Background: an optimization exercise with open tools, aiming at small area. Do not read the settings as production practice. The RTL was checked by simulation tests, not by an equivalence proof against the original design. Power figures rest on the tool's default switching activity, not on a simulated workload.

==> design/flow/design.v <==
package spwm_pkg;
    localparam int CNT_W   = 16;
    localparam int ANGLE_W = 8;
    localparam int NIB_W   = 4;
    localparam int PWM_W   = 3;
    localparam int CLAW_W  = 2;
    localparam int DB_W    = 7;
    localparam int STEP_W  = 7;
    localparam int DIV_W   = 4;
    localparam int REG_IDX_W = 3;
    localparam int PHASE_W = 2;
    localparam logic [REG_IDX_W-1:0] REG_PERIOD_TOP    = 3'd0;
    localparam logic [REG_IDX_W-1:0] REG_PULSE_OFFSET  = 3'd1;
    localparam logic [REG_IDX_W-1:0] REG_PULSE_LIMIT   = 3'd2;
    localparam logic [REG_IDX_W-1:0] REG_DEADBAND      = 3'd3;
    localparam logic [REG_IDX_W-1:0] REG_SLEW_STEP     = 3'd4;
    localparam logic [REG_IDX_W-1:0] REG_SLEW_INTERVAL = 3'd5;
    localparam logic [REG_IDX_W-1:0] REG_QUIET_LOW     = 3'd6;
    localparam logic [REG_IDX_W-1:0] REG_QUIET_HIGH    = 3'd7;
    localparam logic [CNT_W-1:0]  RST_PERIOD_TOP    = 16'd19999;
    localparam logic [CNT_W-1:0]  RST_PULSE_OFFSET  = 16'd400;
    localparam logic [CNT_W-1:0]  RST_PULSE_LIMIT   = 16'd2200;
    localparam logic [DB_W-1:0]   RST_DEADBAND      = 7'd7;
    localparam logic [STEP_W-1:0] RST_SLEW_STEP     = 7'd10;
    localparam logic [DIV_W-1:0]  RST_SLEW_INTERVAL = 4'd10;
    localparam logic [CNT_W-1:0]  RST_QUIET_LOW     = 16'd300;
    localparam logic [CNT_W-1:0]  RST_QUIET_HIGH    = 16'd2300;
    localparam logic [ANGLE_W-1:0] ANGLE_CENTER = 8'd90;
    localparam logic [ANGLE_W-1:0] ANGLE_ZERO   = 8'd0;
    localparam logic [ANGLE_W-1:0] TARGET_MAX   = 8'd180;
    localparam int                 PULSE_SCALE  = 10;
    localparam logic [NIB_W-1:0] NIB_STROBE  = 4'b1100;
    localparam logic [NIB_W-1:0] NIB_LOW     = 4'b0011;
    localparam logic [NIB_W-1:0] CAPTURE_RST = 4'b1111;
    localparam logic [PHASE_W-1:0] PH_YAW    = 2'd0;
    localparam logic [PHASE_W-1:0] PH_ROLL   = 2'd1;
    localparam logic [PHASE_W-1:0] PH_CLAW   = 2'd2;
    localparam logic [PHASE_W-1:0] PH_UNUSED = 2'd3;
    localparam logic [CLAW_W-1:0] CLAW_NONE  = 2'd0;
    localparam logic [CLAW_W-1:0] CLAW_OPEN  = 2'd1;
    localparam logic [CLAW_W-1:0] CLAW_CLOSE = 2'd2;
    localparam logic [CLAW_W-1:0] CLAW_EMPTY = 2'd3;
    typedef struct packed {
        logic [PWM_W-1:0]  pwm_levels;
        logic [CLAW_W-1:0] claw_event;
        logic              frame_error;
    } res_t;
endpackage
import spwm_pkg::*;
module servo_pwm_with_nibble_command_link_top #(
    parameter int SERVO_COUNT = 3
) (
    input  logic                              clk,
    input  logic                              rst_n,
    input  logic                              in_valid,
    output logic                              in_stall,
    input  logic [spwm_pkg::NIB_W-1:0]        port_nibble,
    output logic                              out_valid,
    input  logic                              out_stall,
    output logic [spwm_pkg::PWM_W-1:0]        pwm_levels,
    output logic [spwm_pkg::CLAW_W-1:0]       claw_event,
    output logic                              frame_error,
    input  logic                              cfg_valid,
    output logic                              cfg_ready,
    input  logic [spwm_pkg::REG_IDX_W-1:0]    cfg_index,
    input  logic [spwm_pkg::CNT_W-1:0]        cfg_data
);
    function automatic logic ge16(input logic [15:0] x, input logic [15:0] y);
        logic c;
        c = 1'b1;
        for (int i = 0; i < 16; i++)
            c = (x[i] & ~y[i]) | ((x[i] | ~y[i]) & c);
        ge16 = c;
    endfunction
    function automatic logic ge9(input logic [8:0] x, input logic [8:0] y);
        logic c;
        c = 1'b1;
        for (int i = 0; i < 9; i++)
            c = (x[i] & ~y[i]) | ((x[i] | ~y[i]) & c);
        ge9 = c;
    endfunction
    function automatic logic ges10(input logic [9:0] x, input logic [9:0] y);
        logic c;
        logic [9:0] xs, ys;
        xs = {~x[9], x[8:0]};
        ys = {~y[9], y[8:0]};
        c = 1'b1;
        for (int i = 0; i < 10; i++)
            c = (xs[i] & ~ys[i]) | ((xs[i] | ~ys[i]) & c);
        ges10 = c;
    endfunction
    function automatic logic [3:0] div5_step(input logic [2:0] r, input logic b);
        logic q;
        logic [2:0] n;
        q    = r[2] | (r[1] & (r[0] | b));
        n[2] = (r[1] & ~r[0] & ~b) | (r[2] & b);
        n[1] = (~r[1] & r[0]) | (r[1] & r[0] & b) | (r[2] & ~b);
        n[0] = (~r[2] & ~r[1] & b) | (r[1] & r[0] & ~b) | (r[2] & ~b);
        div5_step = {q, n};
    endfunction
    logic [15:0] period_top_reg, pulse_offset_reg, pulse_limit_reg;
    logic [15:0] quiet_low_reg, quiet_high_reg;
    logic [6:0]  deadband_reg;
    logic [6:0]  slew_step_reg;
    logic [3:0]  slew_interval_reg;
    logic [15:0] count_reg;
    logic [3:0]  div_reg;
    logic [7:0]  angle_reg  [3];
    logic [7:0]  target_reg [3];
    logic [1:0]  phase_reg;
    logic [2:0]  pin_reg;
    logic [2:0]  ev_reg;           
    logic        out_valid_reg, full_reg;
    logic [5:0]  old_reg;
    logic        accept, take, act;
    logic        strobe, full_n, in_window, period_end, do_slew, cnt_zero, clr;
    logic [2:0]  nudge_up, nudge_dn;
    logic        err;
    logic [1:0]  claw;
    logic [1:0]  phase_next;
    logic [2:0]  pin_next;
    logic [7:0]  target_next [3];
    logic [7:0]  angle_next  [3];
    logic [15:0] count_next;
    logic [3:0]  div_next;
    assign take      = out_valid_reg & ~out_stall;
    assign accept    = in_valid & ~full_reg;
    assign in_stall  = full_reg;
    assign cfg_ready = 1'b1;
    assign strobe     = port_nibble[3] & port_nibble[2];
    assign full_n     = port_nibble[1] & port_nibble[0];
    assign in_window  = ge16(count_reg, quiet_low_reg) & ge16(quiet_high_reg, count_reg);
    assign period_end = ge16(count_reg, period_top_reg);
    assign cnt_zero   = ~|count_reg;
    assign act        = accept & ~in_window;
    assign clr        = accept & period_end;
    always_comb
    begin
        logic [3:0] d;
        d[0] = ~div_reg[0];
        d[1] = div_reg[1] ^ div_reg[0];
        d[2] = div_reg[2] ^ (div_reg[1] & div_reg[0]);
        d[3] = div_reg[3] ^ (div_reg[2] & div_reg[1] & div_reg[0]);
        do_slew = clr & ge9({5'd0, d}, {5'd0, slew_interval_reg});
    end
    always_comb
    begin
        phase_next = phase_reg;
        err        = 1'b0;
        claw       = 2'd0;
        nudge_up   = '0;
        nudge_dn   = '0;
        if (!in_window)
        begin
            case (phase_reg)
                2'd0:
                begin
                    if (strobe)
                    begin
                        if (full_n)
                            err = 1'b1;
                        else
                        begin
                            phase_next  = 2'd1;
                            nudge_up[0] = port_nibble[1];
                            nudge_dn[0] = !port_nibble[1] && port_nibble[0];
                        end
                    end
                end
                2'd1:
                begin
                    if (!strobe)
                    begin
                        if (full_n)
                        begin
                            err        = 1'b1;
                            phase_next = 2'd0;
                        end
                        else
                        begin
                            phase_next  = 2'd2;
                            nudge_up[1] = port_nibble[3];
                            nudge_dn[1] = !port_nibble[3] && port_nibble[2];
                            nudge_up[2] = port_nibble[1];
                            nudge_dn[2] = !port_nibble[1] && port_nibble[0];
                        end
                    end
                end
                default:
                begin
                    phase_next = 2'd0;
                    if (strobe || !full_n)
                        err = 1'b1;
                    else if (port_nibble[3])
                        claw = 2'd1;
                    else if (port_nibble[2])
                        claw = 2'd2;
                    else
                        claw = 2'd3;
                end
            endcase
        end
    end
    logic [16:0] dif;           
    logic        dif_big;       
    logic [8:0]  quo;           
    logic        ge_lim;
    always_comb
    begin
        logic c;
        logic [2:0] r;
        logic [3:0] s;
        c = 1'b1;
        for (int i = 0; i < 16; i++)
        begin
            dif[i] = count_reg[i] ^ ~pulse_offset_reg[i] ^ c;
            c = (count_reg[i] & ~pulse_offset_reg[i]) | ((count_reg[i] | ~pulse_offset_reg[i]) & c);
        end
        dif[16] = c;
        dif_big = |dif[15:12];
        r = dif[11:9];
        quo[8] = r[2] & (r[1] | r[0]);
        r = quo[8] ? (r - 3'd5) : r;
        for (int i = 7; i >= 0; i--)
        begin
            s = div5_step(r, dif[i+1]);
            quo[i] = s[3];
            r = s[2:0];
        end
        ge_lim = ge16(count_reg, pulse_limit_reg);
    end
    always_comb
    begin
        for (int i = 0; i < 3; i++)
        begin
            logic clr_pin;
            clr_pin = in_window & (ge_lim | (dif[16] & (dif_big | ge9(quo, {1'b0, angle_reg[i]}))));
            pin_next[i] = accept ? ((cnt_zero | pin_reg[i]) & ~clr_pin) : pin_reg[i];
        end
    end
    logic [9:0] kst;      
    always_comb
    begin
        logic c;
        c = 1'b1;
        for (int j = 0; j < 10; j++)
        begin
            logic x, y;
            x = (j < 7) ? slew_step_reg[j] : 1'b0;
            y = (j < 7) ? ~deadband_reg[j] : 1'b1;
            kst[j] = x ^ y ^ c;
            c = (x & y) | ((x | y) & c);
        end
    end
    for (genvar i = 0; i < 3; i++)
    begin : g_servo
        logic [7:0] tn, r;
        logic [9:0] e;
        logic       up, down, over, add, sub, bor;
        always_comb
        begin
            logic [7:0] t;
            logic       at_max, tz, en, dn, c;
            t      = target_reg[i];
            at_max = t[7] & t[5] & t[4] & t[2];
            tz     = ~|t;
            dn     = ~nudge_up[i];
            en     = act & ((nudge_up[i] & ~at_max) | (nudge_dn[i] & ~tz));
            c = en;
            for (int j = 0; j < 8; j++)
            begin
                tn[j] = t[j] ^ c;
                c = c & (t[j] ^ dn);
            end
        end
        always_comb
        begin
            logic c;
            c = 1'b1;
            for (int j = 0; j < 10; j++)
            begin
                logic x, z;
                x = (j < 8) ? tn[j] : 1'b0;
                z = (j < 8) ? ~angle_reg[i][j] : 1'b1;
                e[j] = x ^ z ^ c;
                c = (x & z) | ((x | z) & c);
            end
        end
        always_comb
        begin
            logic c;
            logic [9:0] dbx;
            dbx  = {3'b000, deadband_reg};
            up   = ~ges10(dbx, e);                
            c = 1'b0;
            for (int j = 0; j < 9; j++)
                c = (e[j] & dbx[j]) | ((e[j] | dbx[j]) & c);
            down = e[9] ^ c;                      
            over = ~ges10(e, kst);                
        end
        assign add = do_slew & up & ~over;
        assign sub = do_slew & ~up & down;
        always_comb
        begin
            logic c;
            logic [7:0] a, y;
            a = angle_reg[i];
            for (int j = 0; j < 8; j++)
                y[j] = ((j < 7) ? (slew_step_reg[j] & (add | sub)) : 1'b0) ^ sub;
            c = sub;
            for (int j = 0; j < 8; j++)
            begin
                r[j] = a[j] ^ y[j] ^ c;
                c = (a[j] & y[j]) | ((a[j] | y[j]) & c);
            end
            bor = sub & ~c;
        end
        assign target_next[i] = tn;
        assign angle_next[i]  = bor ? 8'd0 : r;
    end
    always_comb
    begin
        logic c;
        c = accept;
        for (int j = 0; j < 16; j++)
        begin
            count_next[j] = (count_reg[j] ^ c) & ~clr;
            c = c & count_reg[j];
        end
        c = clr;
        for (int j = 0; j < 4; j++)
        begin
            div_next[j] = (div_reg[j] ^ c) & ~do_slew;
            c = c & div_reg[j];
        end
    end
    always_ff @(posedge clk or negedge rst_n)
    begin
        if (!rst_n)
        begin
            period_top_reg    <= RST_PERIOD_TOP;
            pulse_offset_reg  <= RST_PULSE_OFFSET;
            pulse_limit_reg   <= RST_PULSE_LIMIT;
            deadband_reg      <= RST_DEADBAND;
            slew_step_reg     <= RST_SLEW_STEP;
            slew_interval_reg <= RST_SLEW_INTERVAL;
            quiet_low_reg     <= RST_QUIET_LOW;
            quiet_high_reg    <= RST_QUIET_HIGH;
        end
        else if (cfg_valid)
        begin
            case (cfg_index)
                3'd0: period_top_reg    <= cfg_data;
                3'd1: pulse_offset_reg  <= cfg_data;
                3'd2: pulse_limit_reg   <= cfg_data;
                3'd3: deadband_reg      <= cfg_data[6:0];
                3'd4: slew_step_reg     <= cfg_data[6:0];
                3'd5: slew_interval_reg <= cfg_data[3:0];
                3'd6: quiet_low_reg     <= cfg_data;
                default: quiet_high_reg <= cfg_data;
            endcase
        end
    end
    always_ff @(posedge clk or negedge rst_n)
    begin
        if (!rst_n)
        begin
            count_reg     <= '0;
            div_reg       <= '0;
            phase_reg     <= 2'd0;
            pin_reg       <= '0;
            angle_reg[0]  <= 8'd0;
            angle_reg[1]  <= 8'd90;
            angle_reg[2]  <= 8'd90;
            target_reg[0] <= 8'd90;
            target_reg[1] <= 8'd90;
            target_reg[2] <= 8'd90;
        end
        else
        begin
            count_reg <= count_next;
            div_reg   <= div_next;
            pin_reg   <= pin_next;
            if (accept)
                phase_reg <= phase_next;
            for (int i = 0; i < 3; i++)
            begin
                angle_reg[i]  <= angle_next[i];
                target_reg[i] <= target_next[i];
            end
        end
    end
    always_ff @(posedge clk or negedge rst_n)
    begin
        if (!rst_n)
        begin
            out_valid_reg <= 1'b0;
            full_reg      <= 1'b0;
        end
        else
        begin
            if (full_reg)
            begin
                if (take)
                    full_reg <= 1'b0;
            end
            else if (accept)
            begin
                if (out_valid_reg && !take)
                    full_reg <= 1'b1;
                else
                    out_valid_reg <= 1'b1;
            end
            else if (take)
                out_valid_reg <= 1'b0;
        end
    end
    always_ff @(posedge clk)
    begin
        if (accept)
        begin
            ev_reg <= {claw, err};
            if (out_valid_reg && !take)
                old_reg <= {pin_reg, ev_reg};
        end
    end
    assign out_valid   = out_valid_reg;
    assign pwm_levels  = full_reg ? old_reg[5:3] : pin_reg;
    assign claw_event  = full_reg ? old_reg[2:1] : ev_reg[2:1];
    assign frame_error = full_reg ? old_reg[0]   : ev_reg[0];
endmodule
==> design/flow/flow/run.sh <==
#!/bin/bash
set -euo pipefail
W=$(pwd)
RES=orfs/results/${FLOW_PLATFORM}/servo_pwm_with_nibble_command_link_top/base
export AREA_ABC_SCRIPT=$W/flow/abc_area.script

# reference: the standard synthesis, in a folder of its own
sed "s|WORK_HOME=[^ ]*|WORK_HOME=$W/ref|" standard.sh > ref_standard.sh
bash ref_standard.sh synth > synth_ref.log 2>&1

# the area synthesis and the rest of the layout
sed "s|SYNTH_SCRIPT=[^ ]*|SYNTH_SCRIPT=$W/flow/synth_area.tcl|" standard.sh > area_standard.sh
bash area_standard.sh synth > synth_area.log 2>&1

python3 flow/flops.py ref/results/${FLOW_PLATFORM}/servo_pwm_with_nibble_command_link_top/base/1_2_yosys.v > flops_ref.txt
python3 flow/flops.py $RES/1_2_yosys.v > flops_area.txt
if ! cmp -s flops_ref.txt flops_area.txt || [ ! -s flops_ref.txt ]; then
  echo "flip-flops differ from the standard synthesis; using the standard netlist" | tee fallback.txt
  rm -f $RES/1_synth.odb $RES/1_synth.sdc
  cp ref/results/${FLOW_PLATFORM}/servo_pwm_with_nibble_command_link_top/base/1_2_yosys.v $RES/1_2_yosys.v
  bash area_standard.sh synth > synth_fallback.log 2>&1
fi

bash area_standard.sh "BUFFER_PORTS_ARGS=-buffer_cell sky130_fd_sc_hd__buf_1" finish > layout.log 2>&1
==> design/flow/flow/abc_area.script <==
strash
&get -n
&fraig -x
&put
strash
balance
rewrite
refactor
balance
rewrite -z
rewrite -z
balance
refactor -z
rewrite -z
balance
dch -f
map -a
topo
==> design/flow/flow/flops.py <==
# Lists a netlist's flip-flops as "name celltype" (drive strength removed), sorted.
import re, sys
cells = []
for line in open(sys.argv[1]):
    m = re.match(r'\s*(sky130_fd_sc_hd__(?:df|edf|sdf|dl)\w*?)(?:_\d+)?\s+(\S+)\s*\(', line)
    if m:
        cells.append(f"{m.group(2)} {m.group(1)}")
print("\n".join(sorted(cells)))
==> design/flow/flow/synth_area.tcl <==
# The standard synthesis script (synth_recipe.tcl), with one change: the final ABC
# technology mapping runs an area-oriented script (flow/abc_area.script) in place of
# ORFS's timing-driven one. Registers and their names are untouched by this step.
proc synth {args} { yosys synth -nofsm -noshare {*}$args }
proc abc {args} {
  set i [lsearch -exact $args -script]
  if { $i >= 0 } { lset args [expr {$i + 1}] $::env(AREA_ABC_SCRIPT) }
  yosys abc {*}$args
}
source $::env(SCRIPTS_DIR)/synth.tcl
# left out here: clear keep_hierarchy, flatten, clean up, hide names made inside functions, write 1_2_yosys.v
==> design/flow/standard.sh <==
#!/bin/bash
# synth_recipe.tcl (not shown) runs the flow's synth.tcl, then flattens the netlist and writes it again
# the make line also repeats each setting of config.mk as NAME=value (left out here)
make -C /OpenROAD-flow-scripts/flow DESIGN_CONFIG=/design/flow/config.mk WORK_HOME=/design/flow/orfs CLKGATE_MAP_FILE= SYNTH_SCRIPT=/design/flow/synth_recipe.tcl "${@:-finish}"
==> design/flow/config.mk <==
export PLATFORM = sky130hd
export DESIGN_NAME = servo_pwm_with_nibble_command_link_top
export DESIGN_NICKNAME = servo_pwm_with_nibble_command_link_top
export VERILOG_FILES = /design/flow/design.v
export SDC_FILE = /design/flow/constraint.sdc
export NUM_CORES = 4
export LEC_CHECK = 0
export ABC_AREA = 1
export CAP_MARGIN = 20
export CORE_MARGIN = 2
export CORE_UTILIZATION = 40
export SLEW_MARGIN = 20
==> design/flow/constraint.sdc <==
create_clock -name core_clock -period 12.0 [get_ports {clk}]
set_input_delay 2.4000 -clock core_clock [delete_from_list [all_inputs] [get_ports {clk}]]
set_output_delay 2.4000 -clock core_clock [all_outputs]
set_load 0.01 [all_outputs]
==> impl_metrics.py, run 1 <==
metrics = {
    "floorplanning": {
        "core_um2": 27900,
        "die_w_um": 173,
        "rows": 61,
        "io_pins": 37,
        "dieArea_um2": 29800,
        "fp.dieH_um": 173,
        "initial_utilization_pct": 40.8,
    },
    "yosys": {
        "synth_top_area_cell": "dfrtp_1",
        "synthCells": 1358,
        "synth_warnings": 5,
        "ys_ff_latch": 182,
        "synth.distinct_cells": 36,
        "synth_top_area_share_pct": 26.2,
        "synth_area_um2": 11400,
        "synth.avg_cell_area_um2": 8.37,
        "synth_area_leaders": "dfrtp_1, dfstp_2, fa_1",
        "synth_nets": 1474,
        "synth_seq_area_share_pct": 41.1,
    },
    "cells_and_area": {
        "n_antenna_cell": 0,
        "layout_common_cells": "nand2_1, clkinv_1, o21ai_0",
        "fillers": 2763,
        "area_delta_synth_final_pct": 11.1,
        "final_common_cell": "nand2_1",
        "layout-drive-gt1-share_pct": 7.43,
        "fin_area_um2": 12600,
        "nets": 1530,
    },
    "worst_setup_path": {
        "crit_path_end_kind": "register",
        "r2r_cells": 53,
        "r2r_start": "count_reg[1]$_DFF_PN0_",
        "crit_required_ns": 12.31,
        "cp_slowest_cell": "fa_1",
        "r2r-end": "angle_reg[2][7]$_DFF_PN0_",
        "startpoint_type": "register",
        "path_common_cell": "fa_1",
        "path_max_fanout": 10,
        "r2r_slack_ns": 0.88,
        "criticalPathCategory": "reg2reg",
        "slowest_delay_ns": 0.46,
        "crit_arrival_ns": 11.43,
    },
    "place": {
        "portBuffers": 35,
        "dpl.hpwl_um": 21100,
        "dpl_cell_area_um2": 12000,
        "gp_congestion": 0.916,
    },
    "clocking": {
        "path_clk_slew_ns": 0.08,
        "clockBufferDepth": 2,
        "cts_buffers": 17,
        "cts_tree": "done",
        "cts_sinks": 182,
        "ctsHoldBuffers": 0,
        "cts_root_buffer": "clkbuf_16",
        "cts.htree.levels": 4,
        "worstSkewPairLatency_ns": 0.45,
    },
    "sta": {
        "setup_viol": 0,
        "finalCriticalPeriod_ns": 11.12,
        "finalCritPeriodShare_pct": 92.6,
        "fin_tns_setup_ns": 0,
        "rsz0062_at_grt": "false",
        "worstMarginPinSlew_ns": 1.03,
        "maxSlewHeadroom_pct": 31.3,
        "slew_viol_final": 0,
        "max_freq_ghz": 0.0900,
        "skew_ns": 0.0164,
        "finalHoldWorstSlack_ns": 0.457,
        "hold_violations": 0,
    },
    "global_routing": {
        "gr-total-overflow": 0,
        "grt_pass1_vias": 9136,
        "gr-usage-met1_pct": 26.0,
        "grt_busiest_layer": "met2",
        "track_usage_pct": 19.3,
        "grt_max_degree": 76,
        "met3_usage_pct": 2.95,
        "grt_first_pass_wirelength_um": 46300,
        "met2_usage_pct": 31.7,
        "antenna_found_initial": 0,
    },
    "min_path": {
        "hold_path_class": "reg2reg",
        "min_delay_path_depth": 0,
        "min_to": "old_reg[4]$_DFFE_PP_",
        "min-delay-start": "pin_reg[1]$_DFFE_PN0P_",
    },
    "power_and_ir_drop": {
        "power_frac_comb_pct": 40.8,
        "p_sw_share_pct": 42.3,
        "powerDensity_nw_per_um2": 188,
        "leakagePower_nw": 5.23,
        "ir_worst_vdd_mv": 0.116,
        "seq_power_share_pct": 35.6,
        "clkPwrFrac_pct": 23.6,
        "p_sw_mw": 1.00,
        "intPower_mw": 1.37,
    },
    "detailed_routing": {
        "firstDrtPassIters": 5,
        "vias": 9308,
        "antenna_left": 0,
        "drt_iter0_markers": 576,
        "wirelength_um": 27400,
        "wire_per_inst_um": 15.2,
        "drc": 0,
        "vias_per_cell": 5.16,
    },
    "outcome": {
        "run_status": "complete, no violations",
    },
    "flow_run": {
        "cap_violations": 0,
    },
}
power by group through the flow:
stage          Sequential [mW]  Combinational (mW)  Clock [mW]
2_1_floorplan            0.813               0.722           0
3_3_place_gp             0.851               0.936           0
3_5_place_dp             0.852               0.948           0
4_1_cts                  0.841               0.959       0.575
5_1_grt                  0.857                1.10       0.600
6_report                 0.842               0.968       0.559
per-layer routing:
layer / wire length [um] / vias up
met3: 794 / 42
li1: - / 4655
met5: 0 / -
met1: 13100 / 4457
met4: 754 / 0
met2: 12800 / 154
worst max-delay path by stage:
stage | from | cells past startpoint | slack [ns] | to
5_1_grt | count_reg[1]$_DFF_PN0_ | 52 | 0.005 | angle_reg[1][2]$_DFF_PN0_
6_report | count_reg[1]$_DFF_PN0_ | 53 | 0.88 | angle_reg[2][7]$_DFF_PN0_
4_1_cts | count_reg[1]$_DFF_PN0_ | 53 | 0.54 | angle_reg[0][7]$_DFF_PN0_
2_1_floorplan | count_reg[1]$_DFF_PN0_ | 54 | 2.04 | angle_reg[2][0]$_DFF_PN0_
3_3_place_gp | count_reg[1]$_DFF_PN0_ | 53 | 0.69 | angle_reg[0][6]$_DFF_PN0_
3_5_place_dp | count_reg[1]$_DFF_PN0_ | 53 | 0.58 | angle_reg[0][7]$_DFF_PN0_
synth_stat cells:
library cell	count
xnor2_1	9
fa_1	57
o22ai_1	28
nor2_1	136
ha_1	31
a31oi_1	1
nand2_1	251
dfrtp_1	119
a21oi_1	84
a221o_2	1
dfstp_2	54
a221oi_1	7
o311ai_0	1
nand4_1	9
a32o_1	1
o2bb2ai_1	1
a32oi_1	1
or2_2	2
o21a_1	1
a22oi_1	35
nor3_1	8
o21ai_0	157
buf_4	1
xor2_1	28
o221ai_1	28
buf_1	6
o31ai_1	2
maj3_1	5
a22o_2	2
conb_1	1
nor4_1	8
o21bai_1	3
clkinv_1	234
o211ai_1	7
edfxtp_1	9
nand3_1	30
per-stage QoR:
stage / total power [mW] / setup WS [ns] / cells / utilization [%]
2_1_floorplan: 1.53 / 2.04 / 1358 / -
3_5_place_dp: 1.80 / 0.576 / 1773 / 43.1
5_1_grt: 2.56 / 0.00514 / 1805 / 45.3
6_report: 2.37 / 0.885 / 1805 / 45.3
4_1_cts: 2.38 / 0.535 / 1805 / 45.2
3_3_place_gp: 1.79 / 0.688 / 1773 / 43.1
area by class of cell:
cell class,instances,area [um^2],share of cell area (%)
Timing Repair Buffer,44,203,1.61
Multi-Input combinational cell,935,5820,46.1
Tap cell,378,473,3.75
Clock buffer,18,429,3.40
Sequential cell,182,4670,37.0
Clock inverter,14,160,1.27
Inverter,234,878,6.96
logic make-up after synthesis:
kind of cell             after synthesis  share of synthesized area [%]
flip-flops                           182                           41.1
buffers and inverters                241                           7.99
AO/OA/AOI/OAI                        360                           18.7
AND/OR/NAND/NOR                      444                           15.5
other                                  1                         0.0330
XOR/XNOR                              37                           2.85
adder cells (fa/ha/maj)               93                           13.9
repair_timing:
action,CTS,global route
resized for setup,0,7
buffers inserted,0,0
endpoints found under the hold margin,0,0
endpoints found under the setup margin,0,16
worst max-delay path, delay by kind of cell, from the launching register on:
family          cells  cell delay [ns]
compound gates     17             2.46
xor+xnor            1             0.25
fa+ha+maj          16             5.56
buf+inv             7             0.75
flops               1             0.39
simple gates       12             1.58
==> run 2: changes to the inputs <==
--- a/design/flow/flow/synth_area.tcl
+++ b/design/flow/flow/synth_area.tcl
@@ -2,3 +2,4 @@
 # technology mapping runs an area-oriented script (flow/abc_area.script) in place of
-# ORFS's timing-driven one. Registers and their names are untouched by this step.
+# ORFS's timing-driven one, and only full adders (not half adders) are extracted as adder
+# cells. Registers and their names are untouched by these steps.
 proc synth {args} { yosys synth -nofsm -noshare {*}$args }
@@ -9,2 +10,3 @@
 }
+proc extract_fa {args} { yosys extract_fa -fa }
 source $::env(SCRIPTS_DIR)/synth.tcl
--- a/design/flow/config.mk
+++ b/design/flow/config.mk
@@ -11,2 +11,3 @@
 export CORE_UTILIZATION = 40
+export CTS_BUF_LIST = sky130_fd_sc_hd__clkbuf_8
 export SLEW_MARGIN = 20
==> run 2 against run 1 <==
Compared with the run above:
- die area down 1.5%
- combinational power up 19%
- synthesized area fell by 1.5%
==> impl_metrics.py, run 2 <==
metrics = {
    "cells_and_area": {
        "n_antenna_cell": 0,
        "layout-drive-gt1-share_pct": 7.46,
        "nets": 1519,
        "final_common_cell": "clkinv_1",
        "layoutNonFillerInstCount": 1825,
        "area_delta_synth_final_pct": 9.86,
        "layout_common_cells": "clkinv_1, nand2_1, nor2_1",
    },
    "detailed_routing": {
        "firstDrtPassIters": 5,
        "wirelength_um": 28200,
        "drc": 0,
        "drt_iter0_markers": 573,
        "wire_per_inst_um": 15.5,
        "antenna_left": 0,
        "vias_per_cell": 5.20,
        "vias": 9498,
    },
    "sta": {
        "maxSlewHeadroom_pct": 36.1,
        "max_freq_ghz": 0.0920,
        "slew_viol_final": 0,
        "finalCritPeriodShare_pct": 90.6,
        "hold_violations": 0,
        "skew_ns": 0.0203,
        "setup_viol": 0,
        "worstMarginPinSlew_ns": 0.956,
        "finalCriticalPeriod_ns": 10.87,
        "rsz0062_at_grt": "false",
        "fin_tns_setup_ns": 0,
    },
    "yosys": {
        "synth_top_area_cell": "dfrtp_1",
        "ys_ff_latch": 182,
        "synthArstFlopShare_pct": 95.1,
        "synth_area_leaders": "dfrtp_1, dfstp_2, fa_1",
        "synth.distinct_cells": 33,
        "synth_ff_type": "dfrtp_1",
        "synth_edf_count": 9,
        "synth_nets": 1459,
        "yosysMostFrequentCell": "clkinv_1",
        "synthCells": 1374,
        "synth_seq_area_share_pct": 41.7,
        "yosys-top-cells-count": "clkinv_1, nand2_1, nor2_1",
        "synth_warnings": 5,
        "synth_area_um2": 11200,
        "synth.avg_cell_area_um2": 8.15,
        "synth_top_area_share_pct": 26.6,
    },
    "clocking": {
        "cts.htree.levels": 4,
        "cts_setup_buffers": 0,
        "cts_sinks": 182,
        "cts_tree": "done",
        "clockBufferDepth": 2,
        "cts_resized": 0,
        "path_clk_slew_ns": 0.10,
        "worstSkewPairLatency_ns": 0.48,
        "ctsHoldBuffers": 0,
        "cts_root_buffer": "clkbuf_8",
        "cts_buffers": 17,
    },
    "global_routing": {
        "met2_usage_pct": 34.6,
        "grt_max_degree": 78,
        "grt_first_pass_wirelength_um": 47100,
        "gr-usage-met1_pct": 27.0,
        "met3_usage_pct": 2.69,
        "grt_busiest_layer": "met2",
        "grt_pass1_vias": 9219,
        "antenna_found_initial": 0,
        "gr-total-overflow": 0,
        "track_usage_pct": 20.5,
    },
    "power_and_ir_drop": {
        "leakagePower_nw": 4.95,
        "powerDensity_nw_per_um2": 200,
        "ir_worst_vdd_mv": 0.0853,
    },
    "place": {
        "gp_congestion": 0.896,
        "portBuffers": 35,
        "dpl.hpwl_um": 21300,
        "place_inst": 1791,
    },
    "worst_setup_path": {
        "crit_path_end_kind": "register",
        "slowest_delay_ns": 0.56,
        "r2r_slack_ns": 1.13,
        "startpoint_type": "register",
        "path_common_cell": "fa_1",
        "crit_required_ns": 12.34,
        "path_max_fanout": 11,
        "worstSetupStartpoint": "count_reg[1]$_DFF_PN0_",
        "cp_slowest_cell": "fa_1",
        "criticalPathCategory": "reg2reg",
        "crit_arrival_ns": 11.21,
        "r2r_start": "count_reg[1]$_DFF_PN0_",
    },
    "min_path": {
        "hold_path_class": "reg2reg",
        "min-delay-start": "ev_reg[2]$_SDFFCE_PP0P_",
    },
    "outcome": {
        "run_status": "complete, no violations",
    },
    "flow_run": {
        "cap_violations": 0,
    },
    "floorplanning": {
        "initial_utilization_pct": 40.4,
        "core_um2": 27700,
        "fp.dieH_um": 171,
        "dieArea_um2": 29300,
        "rows": 61,
        "io_pins": 37,
        "die_w_um": 171,
    },
}
[run 2: cell count changes in the layout (fill, tap and decap cells not counted), moves of 11 or more]
| cell | delta |
|---|---|
| clkbuf_8 | +18 |
| nand2_1 | -26 |
| clkinv_1 | +13 |
| nor3_1 | +11 |
| nor2_1 | +47 |
| clkbuf_16 | -17 |
| ha_1 | -31 |
[run 2: metrics by stage]
step | hold WS (ns) | util [%] | worst slack (ns) | cell area (um^2) | power (mW)
2_1_floorplan | 0.427 | - | 2.16 | 11200 | 1.73
3_3_place_gp | 0.431 | 42.7 | 1.26 | 11800 | 1.99
3_5_place_dp | 0.437 | 42.7 | 1.04 | 11800 | 2.02
4_1_cts | 0.461 | 44.1 | 1.01 | 12200 | 2.46
5_1_grt | 0.468 | 44.4 | 0.122 | 12300 | 2.68
6_report | 0.460 | 44.4 | 1.13 | 12300 | 2.46
[run 2: area by class of cell]
cell class	count	area [um^2]
well taps	378	473
fillers	2820	15400
repair buffers	42	220
multi-input cells	944	5620
clock inverters	14	148
clock buffers	18	248
inverters	247	927
flip-flops and latches	182	4670
[run 2: kinds of logic (layout without fill, tap and decap cells)]
| logic type | count (synthesis) | in the layout | share of synthesized area, % |
|---|---|---|---|
| buffers and inverters | 248 | 321 | 8.35 |
| DFF | 182 | 182 | 41.7 |
| adders and majority gates | 62 | 62 | 10.6 |
| AOI/OAI and AO/OA | 374 | 374 | 19.6 |
| xor gates and xnor gates | 39 | 39 | 3.05 |
| and+or+nand+nor | 467 | 467 | 16.5 |
| other | 1 | 1 | 0.0335 |
| muxes | 1 | 1 | 0.101 |
[run 2: worst paths after layout]
check	end	cells past startpoint
setup / recovery	angle_reg[2][0]$_DFF_PN0_	51
hold reg to reg	old_reg[2]$_DFFE_PP_	0
max in group asynchronous	period_top_reg[2]$_DFFE_PN1P_	5
hold / removal	old_reg[2]$_DFFE_PP_	0
min in group asynchronous	phase_reg[0]$_DFFE_PN0P_	1
setup reg to reg	angle_reg[2][0]$_DFF_PN0_	51
[run 2: worst max-delay path, delay by kind of cell (launching register included)]
| kind | cells | cell delay (ns) |
|---|---|---|
| AO/OA/AOI/OAI | 18 | 3.05 |
| adder cells (fa/ha/maj) | 13 | 4.62 |
| AND/OR/NAND/NOR | 13 | 1.76 |
| buffers and inverters | 6 | 0.72 |
| flip-flops | 1 | 0.36 |
| XOR/XNOR | 1 | 0.23 |
[run 2: metal layers]
layer | vias to the layer above | share of wire, % | routed length, um
met5 | - | 0 | 0
met4 | 0 | 2.9 | 809
met3 | 44 | 3.4 | 971
met2 | 182 | 48 | 13700
met1 | 4569 | 45 | 12800
li1 | 4703 | - | -
[run 2: report_power, final]
group	switching [mW]	internal (mW)	total (mW)
logic	0.700	0.447	1.15
registers	0.131	0.748	0.879
clock network	0.240	0.193	0.433
==> run 3: changes to the inputs <==
--- a/design/flow/config.mk
+++ b/design/flow/config.mk
@@ -12,2 +12,4 @@
 export CTS_BUF_LIST = sky130_fd_sc_hd__clkbuf_8
+export CTS_CLUSTER_DIAMETER = 40
+export CTS_CLUSTER_SIZE = 12
 export SLEW_MARGIN = 20
==> run 3 against run 2 <==
Compared with the run above:
- critical path depth is the same
- combinational power is essentially flat
- clock power is essentially flat
- fmax is the same
- via count is the same
- design area is the same
- sequential power is essentially flat
- sequential cell count is the same
- global-route usage is the same
- sequential share of layout area is the same
- core utilization is the same
- count of clock-buffer cells in the layout is the same
==> impl_metrics.py, run 3 <==
metrics = {
    "outcome": {
        "run_status": "complete, no violations",
    },
    "floorplanning": {
        "dieArea_um2": 29300,
        "fp.dieH_um": 171,
        "io_pins": 37,
        "die_w_um": 171,
        "core_um2": 27700,
        "rows": 61,
        "initial_utilization_pct": 40.4,
    },
    "yosys": {
        "synth_area_um2": 11200,
        "synth_warnings": 5,
        "synth.avg_cell_area_um2": 8.15,
        "yosysMostFrequentCell": "clkinv_1",
        "synthArstFlopShare_pct": 95.1,
        "ys_ff_latch": 182,
        "synth_nets": 1459,
        "synth_ff_type": "dfrtp_1",
        "synth_seq_area_share_pct": 41.7,
        "synth_top_area_cell": "dfrtp_1",
        "synth.distinct_cells": 33,
        "synth_area_leaders": "dfrtp_1, dfstp_2, fa_1",
        "synth_edf_count": 9,
        "synth_top_area_share_pct": 26.6,
        "synthCells": 1374,
        "yosys-top-cells-count": "clkinv_1, nand2_1, nor2_1",
    },
    "place": {
        "dpl.hpwl_um": 21300,
        "dp_slack_ns": 1.04,
        "gp_congestion": 0.896,
        "portBuffers": 35,
    },
    "sta": {
        "worstMarginPinSlew_ns": 0.956,
        "skew_ns": 0.0203,
        "fin_ws_ns": 1.13,
        "maxSlewHeadroom_pct": 36.1,
        "finalCritPeriodShare_pct": 90.6,
        "rsz0062_at_grt": "false",
        "fin_tns_setup_ns": 0,
        "setup_viol": 0,
        "finalCriticalPeriod_ns": 10.87,
        "slew_viol_final": 0,
        "max_freq_ghz": 0.0920,
        "hold_violations": 0,
    },
    "worst_setup_path": {
        "crit_path_end_kind": "register",
        "slowest_delay_ns": 0.56,
        "crit_required_ns": 12.34,
        "crit_family": "adder cells",
        "startpoint_type": "register",
        "crit_buf_inv": 6,
        "path_common_cell": "fa_1",
        "crit_arrival_ns": 11.21,
        "path_max_fanout": 11,
        "cp_slowest_cell": "fa_1",
        "criticalPathCategory": "reg2reg",
    },
    "global_routing": {
        "gr-total-overflow": 0,
        "antenna_found_initial": 0,
        "track_usage_pct": 20.5,
        "grt_max_degree": 78,
        "grt_first_pass_wirelength_um": 47100,
        "grt_pass1_vias": 9219,
    },
    "clocking": {
        "cts_buffers": 17,
        "cts_sinks": 182,
        "cts.htree.levels": 4,
        "cts_setup_buffers": 0,
        "cts_root_buffer": "clkbuf_8",
        "clockBufferDepth": 2,
        "path_clk_slew_ns": 0.10,
        "cts_tree": "done",
        "worstSkewPairLatency_ns": 0.48,
        "ctsHoldBuffers": 0,
    },
    "cells_and_area": {
        "final_common_cell": "clkinv_1",
        "n_antenna_cell": 0,
        "layout-drive-gt1-share_pct": 7.46,
        "nets": 1519,
        "layout_common_cells": "clkinv_1, nand2_1, nor2_1",
        "area_delta_synth_final_pct": 9.86,
        "fillers": 2820,
    },
    "detailed_routing": {
        "wirelength_um": 28200,
        "vias": 9498,
        "drc": 0,
        "vias_per_cell": 5.20,
        "wire_per_inst_um": 15.5,
        "antenna_left": 0,
        "drt_iter0_markers": 573,
        "firstDrtPassIters": 5,
    },
    "min_path": {
        "hold_path_class": "reg2reg",
    },
    "power_and_ir_drop": {
        "leakagePower_nw": 4.95,
        "powerDensity_nw_per_um2": 200,
        "ir_worst_vdd_mv": 0.0853,
    },
    "flow_run": {
        "cap_violations": 0,
    },
}
[run 3: cell counts after synthesis]
No cell type changed its count.
[run 3: power by group]
part           switching (mW)  internal (mW)
Combinational           0.700          0.447
Sequential              0.131          0.748
Clock                   0.240          0.193
[run 3: worst register-to-register path, delay by kind of cell, from the launching register on]
family / cells / cell delay [ns]
fa+ha+maj: 13 / 4.62
buf+inv: 6 / 0.72
flops: 1 / 0.36
simple gates: 13 / 1.76
xor+xnor: 1 / 0.23
compound gates: 18 / 3.06
[run 3: repair_timing]
item / in CTS / in global routing
hold endpoints to repair: 0 / 0
setup endpoints to repair: 0 / 2
resized for setup: 0 / 1
[run 3: logic make-up (layout without fill, tap and decap cells)]
kind of cell	Yosys count	after routing	synth area share [%]
simple gates	467	467	16.5
flops	182	182	41.7
fa+ha+maj	62	62	10.6
mux	1	1	0.101
compound gates	374	374	19.6
buf+inv	248	321	8.35
xor+xnor	39	39	3.05
other cells	1	1	0.0335
[run 3: area by class of cell]
cell class / instances / area [um^2] / share of cell area, %
multi-input cells: 944 / 5620 / 45.7
flip-flops and latches: 182 / 4670 / 37.9
inverters: 247 / 927 / 7.54
well taps: 378 / 473 / 3.85
clock buffers: 18 / 248 / 2.01
repair buffers: 42 / 220 / 1.79
clock inverters: 14 / 148 / 1.20
[run 3: per-stage QoR]
| stage | instances | instance area, um^2 | total power [mW] | utilization, % | hold slack [ns] |
|---|---|---|---|---|---|
| floorplan | 1374 | 11200 | 1.73 | - | 0.427 |
| global placement | 1791 | 11800 | 1.99 | 42.7 | 0.431 |
| detailed placement | 1791 | 11800 | 2.02 | 42.7 | 0.437 |
| CTS | 1823 | 12200 | 2.46 | 44.1 | 0.461 |
| global route | 1825 | 12300 | 2.68 | 44.4 | 0.468 |
| finish | 1825 | 12300 | 2.46 | 44.4 | 0.460 |
[run 3: routing by layer]
layer / wire [um] / part of all wire [%] / track usage (%)
met1: 12800 / 45 / 27.0
met2: 13700 / 48 / 34.6
met3: 971 / 3.4 / 2.69
met4: 809 / 2.9 / 7.66
met5: 0 / 0 / 0
[run 3: final timing paths]
path | cells past startpoint | endpoint | from | slack [ns]
setup / recovery | 51 | angle_reg[2][0]$_DFF_PN0_ | count_reg[1]$_DFF_PN0_ | 1.13
hold / removal | 0 | old_reg[2]$_DFFE_PP_ | ev_reg[2]$_SDFFCE_PP0P_ | 0.46
setup reg to reg | 51 | angle_reg[2][0]$_DFF_PN0_ | count_reg[1]$_DFF_PN0_ | 1.13
hold reg to reg | 0 | old_reg[2]$_DFFE_PP_ | ev_reg[2]$_SDFFCE_PP0P_ | 0.46
max in group asynchronous | 5 | period_top_reg[2]$_DFFE_PN1P_ | rst_n | 8.33
min in group asynchronous | 1 | phase_reg[0]$_DFFE_PN0P_ | rst_n | 1.82
==> run 4: changes to the inputs <==
--- a/design/flow/config.mk
+++ b/design/flow/config.mk
@@ -11,5 +11,3 @@
 export CORE_UTILIZATION = 40
-export CTS_BUF_LIST = sky130_fd_sc_hd__clkbuf_8
-export CTS_CLUSTER_DIAMETER = 40
-export CTS_CLUSTER_SIZE = 12
+export CTS_BUF_LIST = sky130_fd_sc_hd__clkbuf_4 sky130_fd_sc_hd__clkbuf_8 sky130_fd_sc_hd__clkbuf_16
 export SLEW_MARGIN = 20
==> run 4 against run 3 <==
Compared with the run above:
- cell count unchanged
- via count up 0.14%
- critical path depth unchanged
- critical endpoint unchanged
- highest routed layer unchanged
- still clean
- count of clock-buffer cells in the layout up 1
- first-iteration DRC count up 9.8%
==> impl_metrics.py, run 4 <==
metrics = {
    "cells_and_area": {
        "layout-drive-gt1-share_pct": 7.53,
        "layout_common_cells": "clkinv_1, nand2_1, nor2_1",
        "final_common_cell": "clkinv_1",
        "fillers": 2797,
        "fin_util_pct": 45.1,
        "nets": 1519,
        "multi_input_comb_area_um2": 5620,
        "regArea_um2": 4670,
        "n_antenna_cell": 0,
        "area_delta_synth_final_pct": 11.6,
    },
    "global_routing": {
        "grt_pass1_vias": 9220,
        "gr-total-overflow": 0,
        "antenna_found_initial": 0,
        "grt_first_pass_wirelength_um": 47100,
        "track_usage_pct": 20.5,
        "grt_max_degree": 78,
    },
    "floorplanning": {
        "fp.dieH_um": 171,
        "core_um2": 27700,
        "initial_utilization_pct": 40.4,
        "rows": 61,
        "dieArea_um2": 29300,
        "die_w_um": 171,
        "io_pins": 37,
    },
    "yosys": {
        "synth_seq_area_share_pct": 41.7,
        "synth.distinct_cells": 33,
        "synthArstFlopShare_pct": 95.1,
        "synth_compound_area_share_pct": 19.6,
        "synth_top_area_cell": "dfrtp_1",
        "synth_warnings": 5,
        "synth_area_um2": 11200,
        "synth_xor_area_share_pct": 3.05,
        "synth_ff_type": "dfrtp_1",
        "synthAdderAreaFrac_pct": 10.6,
        "synthMuxAreaShare_pct": 0.101,
        "synth_top_area_share_pct": 26.6,
        "synth_top_family_by_area": "compound AO/OA/AOI/OAI gates",
        "yosys-top-cells-count": "clkinv_1, nand2_1, nor2_1",
        "synth_area_leaders": "dfrtp_1, dfstp_2, fa_1",
        "synth_nets": 1459,
        "synth.avg_cell_area_um2": 8.15,
        "yosysMostFrequentCell": "clkinv_1",
        "ys_ff_latch": 182,
        "synthCells": 1374,
        "synth-simple-area-share_pct": 16.5,
        "synth_edf_count": 9,
    },
    "sta": {
        "maxSlewHeadroom_pct": 35.7,
        "finalHoldWorstSlack_ns": 0.452,
        "worstMarginPinSlew_ns": 0.962,
        "finalCriticalPeriod_ns": 10.85,
        "hold_violations": 0,
        "fin_ws_ns": 1.15,
        "fin_tns_setup_ns": 0,
        "finalCritPeriodShare_pct": 90.4,
        "rsz0062_at_grt": "false",
        "setup_viol": 0,
        "skew_ns": 0.0109,
        "slew_viol_final": 0,
        "max_freq_ghz": 0.0921,
    },
    "detailed_routing": {
        "vias_per_cell": 5.21,
        "drt_iter0_markers": 629,
        "vias": 9511,
        "antenna_left": 0,
        "firstDrtPassIters": 5,
        "drc": 0,
        "wirelength_um": 28200,
        "wire_per_inst_um": 15.4,
    },
    "clocking": {
        "worstSkewPairLatency_ns": 0.44,
        "clockBufferDepth": 2,
        "cts_resized": 0,
        "ctsHoldBuffers": 0,
        "cts.htree.levels": 4,
        "cts_tree": "done",
        "path_clk_slew_ns": 0.07,
        "cts_sinks": 182,
        "cts_buffers": 17,
        "cts_setup_buffers": 0,
        "cts_root_buffer": "clkbuf_16",
    },
    "worst_setup_path": {
        "crit_path_end_kind": "register",
        "crit_arrival_ns": 11.16,
        "slowest_delay_ns": 0.56,
        "crit_family": "adder cells",
        "path_common_cell": "fa_1",
        "crit_required_ns": 12.31,
        "path_max_fanout": 11,
        "crit_buf_inv": 6,
        "criticalPathCategory": "reg2reg",
        "cp_slowest_cell": "fa_1",
        "startpoint_type": "register",
    },
    "flow_run": {
        "cap_violations": 0,
    },
    "place": {
        "gp_congestion": 0.896,
        "dpl.hpwl_um": 21300,
        "dp_slack_ns": 1.04,
        "portBuffers": 35,
    },
    "power_and_ir_drop": {
        "ir_worst_vdd_mv": 0.120,
        "leakagePower_nw": 5.03,
        "powerDensity_nw_per_um2": 208,
    },
    "min_path": {
        "hold_path_class": "reg2reg",
    },
    "outcome": {
        "run_status": "complete, no violations",
    },
}
run 4: stage by stage:
step,area [um^2],cells,power [mW]
detailed placement,11800,1791,2.02
floorplan,11200,1374,1.73
global route,12500,1825,2.83
CTS,12400,1823,2.61
finish,12500,1825,2.60
global placement,11800,1791,1.99
run 4: path summary, 6_finish.rpt:
kind,from,endpoint,slack [ns],depth (start not counted)
min reg2reg,ev_reg[2]$_SDFFCE_PP0P_,old_reg[2]$_DFFE_PP_,0.45,0
min,ev_reg[2]$_SDFFCE_PP0P_,old_reg[2]$_DFFE_PP_,0.45,0
min in group asynchronous,rst_n,phase_reg[0]$_DFFE_PN0P_,1.87,1
max,count_reg[2]$_DFF_PN0_,angle_reg[2][0]$_DFF_PN0_,1.15,51
max in group asynchronous,rst_n,pulse_limit_reg[4]$_DFFE_PN1P_,8.28,5
max reg2reg,count_reg[2]$_DFF_PN0_,angle_reg[2][0]$_DFF_PN0_,1.15,51
run 4: kinds of logic (layout without fill, tap and decap cells):
| kind of cell | Yosys count | in the layout |
|---|---|---|
| AOI/OAI and AO/OA | 374 | 374 |
| other | 1 | 1 |
| and+or+nand+nor | 467 | 467 |
| muxes | 1 | 1 |
| DFF | 182 | 182 |
| buffers and inverters | 248 | 321 |
| xor gates and xnor gates | 39 | 39 |
| adders and majority gates | 62 | 62 |
run 4: cell type report:
cell class | count | share of cell area [%]
multi-input combinational | 944 | 44.9
sequential | 182 | 37.4
inverter | 247 | 7.42
tap | 378 | 3.79
clock buffer | 19 | 3.58
timing repair buffer | 42 | 1.76
clock inverter | 13 | 1.15
run 4: layer usage:
metal	global-route usage [%]	share of wire [%]	vias up
met5	0	0	-
met4	7.07	2.6	0
met3	3.27	3.5	43
met2	34.6	49	174
met1	26.9	45	4576
li1	-	-	4718
run 4: power breakdown:
group	switching [mW]	internal, mW	leakage, nW	total [mW]
Clock	0.256	0.318	0.298	0.574
Sequential	0.131	0.748	2.07	0.880
Combinational	0.697	0.447	2.66	1.14
==> run 5: changes to the inputs <==
==> design/flow/run.sh (new file) <==
#!/bin/bash
# synth_recipe.tcl (not shown) runs the flow's synth.tcl, then flattens the netlist and writes it again
# the make line also repeats each setting of config.mk as NAME=value (left out here)
make -C /OpenROAD-flow-scripts/flow DESIGN_CONFIG=/design/flow/config.mk WORK_HOME=/design/flow/orfs CLKGATE_MAP_FILE= SYNTH_SCRIPT=/design/flow/synth_recipe.tcl finish
--- a/design/flow/config.mk
+++ b/design/flow/config.mk
@@ -11,3 +11,2 @@
 export CORE_UTILIZATION = 40
-export CTS_BUF_LIST = sky130_fd_sc_hd__clkbuf_4 sky130_fd_sc_hd__clkbuf_8 sky130_fd_sc_hd__clkbuf_16
 export SLEW_MARGIN = 20
removed: design/flow/flow/run.sh
removed: design/flow/flow/abc_area.script
removed: design/flow/flow/flops.py
removed: design/flow/flow/synth_area.tcl
removed: design/flow/standard.sh
==> run 5 against run 4 <==
Compared with the run above:
- still clean
- hold slack improved by 0.0017 ns
- clock power rose by 2%
- non-clock buffer count shrank 1
- synthesized cell count is 17% higher
- sequential share of layout area down 3.4 points
==> impl_metrics.py, run 5 <==
metrics = {
    "outcome": {
        "run_status": "complete, no violations",
    },
    "cells_and_area": {
        "fillers": 3084,
        "multi_input_comb_area_um2": 6400,
        "area_delta_synth_final_pct": 11.3,
        "layout-drive-gt1-share_pct": 10.7,
        "regArea_um2": 4670,
        "final_common_cell": "nand2_1",
        "n_antenna_cell": 0,
        "layout_common_cells": "nand2_1, inv_1, o21ai_0",
        "nets": 1761,
    },
    "worst_setup_path": {
        "crit_arrival_ns": 10.48,
        "r2r_slack_ns": 2.90,
        "crit_buf_inv": 11,
        "cp_slowest_cell": "fa_1",
        "crit_path_end_kind": "register",
        "slowest_delay_ns": 0.59,
        "criticalPathCategory": "in2reg",
        "crit_family": "adder cells",
        "path_common_cell": "fa_1",
        "path_max_fanout": 7,
        "crit_required_ns": 12.33,
        "startpoint_type": "input port",
    },
    "detailed_routing": {
        "vias_per_cell": 4.99,
        "vias": 10200,
        "drc": 0,
        "firstDrtPassIters": 5,
        "drt_iter0_markers": 715,
        "wirelength_um": 30400,
        "wire_per_inst_um": 14.8,
        "antenna_left": 0,
    },
    "clocking": {
        "cts_root_buffer": "clkbuf_16",
        "cts_tree": "done",
        "path_clk_slew_ns": 0.07,
        "ctsHoldBuffers": 0,
        "cts.htree.levels": 4,
        "clockBufferDepth": 2,
        "cts_buffers": 17,
        "cts_resized": 0,
        "cts_setup_buffers": 0,
        "worstSkewPairLatency_ns": 0.44,
        "cts_sinks": 182,
    },
    "sta": {
        "rsz0062_at_grt": "false",
        "slew_viol_final": 0,
        "setup_viol": 0,
        "fin_ws_ns": 1.86,
        "finalCriticalPeriod_ns": 10.14,
        "finalCritPeriodShare_pct": 84.5,
        "maxSlewHeadroom_pct": 31.4,
        "skew_ns": 0.0164,
        "hold_violations": 0,
        "fin_tns_setup_ns": 0,
        "worstMarginPinSlew_ns": 1.03,
        "max_freq_ghz": 0.0986,
    },
    "global_routing": {
        "gr-total-overflow": 0,
        "grt_max_degree": 67,
        "grt_first_pass_wirelength_um": 50700,
        "grt_pass1_vias": 9986,
        "track_usage_pct": 19.4,
        "antenna_found_initial": 0,
    },
    "yosys": {
        "yosysMostFrequentCell": "nand2_1",
        "synth.avg_cell_area_um2": 7.66,
        "synth_area_leaders": "dfrtp_1, nand2_1, dfstp_2",
        "synth_area_um2": 12300,
        "synth_top_area_cell": "dfrtp_1",
        "synth_seq_area_share_pct": 37.8,
        "synth_edf_count": 9,
        "synth_top_area_share_pct": 24.1,
        "yosys-top-cells-count": "nand2_1, inv_1, o21ai_0",
        "synth_warnings": 5,
        "synthCells": 1611,
        "ys_ff_latch": 182,
        "synthArstFlopShare_pct": 95.1,
        "synth_ff_type": "dfrtp_1",
        "synth.distinct_cells": 53,
        "synth_nets": 1727,
    },
    "power_and_ir_drop": {
        "power.total_mw": 4.09,
        "leakagePower_nw": 7.04,
        "ir_worst_vdd_mv": 0.182,
        "powerDensity_nw_per_um2": 298,
    },
    "place": {
        "dpl.hpwl_um": 23400,
        "dp_slack_ns": 1.44,
        "portBuffers": 35,
        "gp_congestion": 0.885,
    },
    "floorplanning": {
        "fp.dieH_um": 180,
        "dieArea_um2": 32300,
        "io_pins": 37,
        "die_w_um": 180,
        "initial_utilization_pct": 40.4,
        "core_um2": 30500,
        "rows": 64,
    },
    "flow_run": {
        "cap_violations": 0,
    },
    "min_path": {
        "hold_path_class": "reg2reg",
    },
}
-- run 5: cell count changes after synthesis, sizes merged, moves of 13 or more --
cell / previous run / this run
xor2: 37 / 22
nor3: 19 / 6
o221ai: 24 / 3
nor2: 179 / 82
nand2: 225 / 472
inv: 0 / 302
a21oi: 92 / 48
clkbuf: 0 / 20
ha: 0 / 31
clkinv: 247 / 6
a22oi: 34 / 3
nand3: 28 / 89
-- run 5: per-stage QoR --
stage,hold WS (ns),instance area [um^2],cells,util (%)
finish,0.454,13700,2054,45.0
global route,0.457,13700,2054,45.0
CTS,0.455,13700,2053,45.0
detailed placement,0.438,13100,2021,43.0
global placement,0.435,13100,2021,43.0
floorplan,0.427,12300,1611,-
-- run 5: final timing paths --
path / from / endpoint / cells past startpoint
worst max-delay path: port_nibble[2] / angle_reg[2][2]$_DFF_PN0_ / 44
worst min-delay path: ev_reg[1]$_SDFFCE_PP0P_ / old_reg[1]$_DFFE_PP_ / 0
worst max register to register: count_reg[2]$_DFF_PN0_ / angle_reg[2][2]$_DFF_PN0_ / 60
worst min register to register: ev_reg[1]$_SDFFCE_PP0P_ / old_reg[1]$_DFFE_PP_ / 0
max in group asynchronous: rst_n / slew_interval_reg[0]$_DFFE_PN0P_ / 2
min in group asynchronous: rst_n / full_reg$_DFF_PN0_ / 1
-- run 5: area by class of cell --
| class | instances | share of cell area (%) |
|---|---|---|
| Tap cell | 396 | 3.61 |
| Inverter | 308 | 8.42 |
| Sequential cell | 182 | 34.0 |
| Multi-Input combinational cell | 1095 | 46.6 |
| Clock buffer | 17 | 3.10 |
| Clock inverter | 15 | 1.33 |
| Timing Repair Buffer | 41 | 2.94 |
-- run 5: cells by family (layout without fill, tap and decap cells) --
kind of cell	count (synthesis)	after routing	synth area share (%)
AND/OR/NAND/NOR	688	688	23.8
XOR/XNOR	29	29	2.06
adder cells (fa/ha/maj)	95	95	13.0
buffers and inverters	334	381	10.3
flip-flops	182	182	37.8
AO/OA/AOI/OAI	282	282	13.0
other	1	1	0.0304
-- run 5: report_power, final --
group | total [mW] | internal [mW] | leakage, nW | switching, mW
sequential | 1.00 | 0.816 | 2.15 | 0.188
combinational | 2.51 | 0.886 | 4.60 | 1.62
clock | 0.584 | 0.300 | 0.291 | 0.283
total | 4.09 | 2.00 | 7.04 | 2.09
-- run 5: worst register-to-register path, delay by kind of cell, from the launching register on --
family          cells  cell delay, ns
compound gates      2            0.25
fa+ha+maj          12            4.27
xor+xnor            1            0.20
flops               1            0.46
buf+inv            11            0.87
simple gates       34            2.93
-- run 5: layer usage --
layer / vias to the layer above / part of all wire (%) / global-route usage, %
met5: - / 0 / 0
li1: 5184 / - / -
met1: 4840 / 48 / 26.8
met4: 0 / 2.3 / 5.40
met3: 24 / 3.9 / 3.48
met2: 199 / 46 / 31.5

==> port drivers added, routing unchanged <==
How much do the figures lean on ideal ports? The routed layouts below were timed once more, with nothing changed but the port constraints.
Step 1: set_driving_cell puts a clkbuf_16 on clk and a buf_2 on each other input, an assumption about the parent block.
Step 2 times the ports against the registers' clock, not the clock port: input delays grow and output delays shrink by t, the midpoint of the rising clock arrivals with the driver on.
Three values: ideal, step 1, step 2; two values: the first two.
| run | t, ns | setup slack, ns | worst register clock-pin slew, ns |
|---|---|---|---|
| run 1 | 0.489 | 0.885 / 0.885 / 0.885 | 0.08 / 0.08 |
| run 2 | 0.514 | 1.133 / 1.133 / 1.133 | 0.11 / 0.11 |
| run 3 | 0.514 | 1.133 / 1.133 / 1.133 | 0.11 / 0.11 |
| run 4 | 0.478 | 1.146 / 1.146 / 1.146 | 0.07 / 0.07 |
| run 5 | 0.483 | 1.856 / 1.880 / 1.397 | 0.08 / 0.08 |
After both steps setup and hold are still met in every run listed. The setup slack of run 5, which loses most, moves by +0.024 ns with the drivers and by -0.459 ns with both steps.
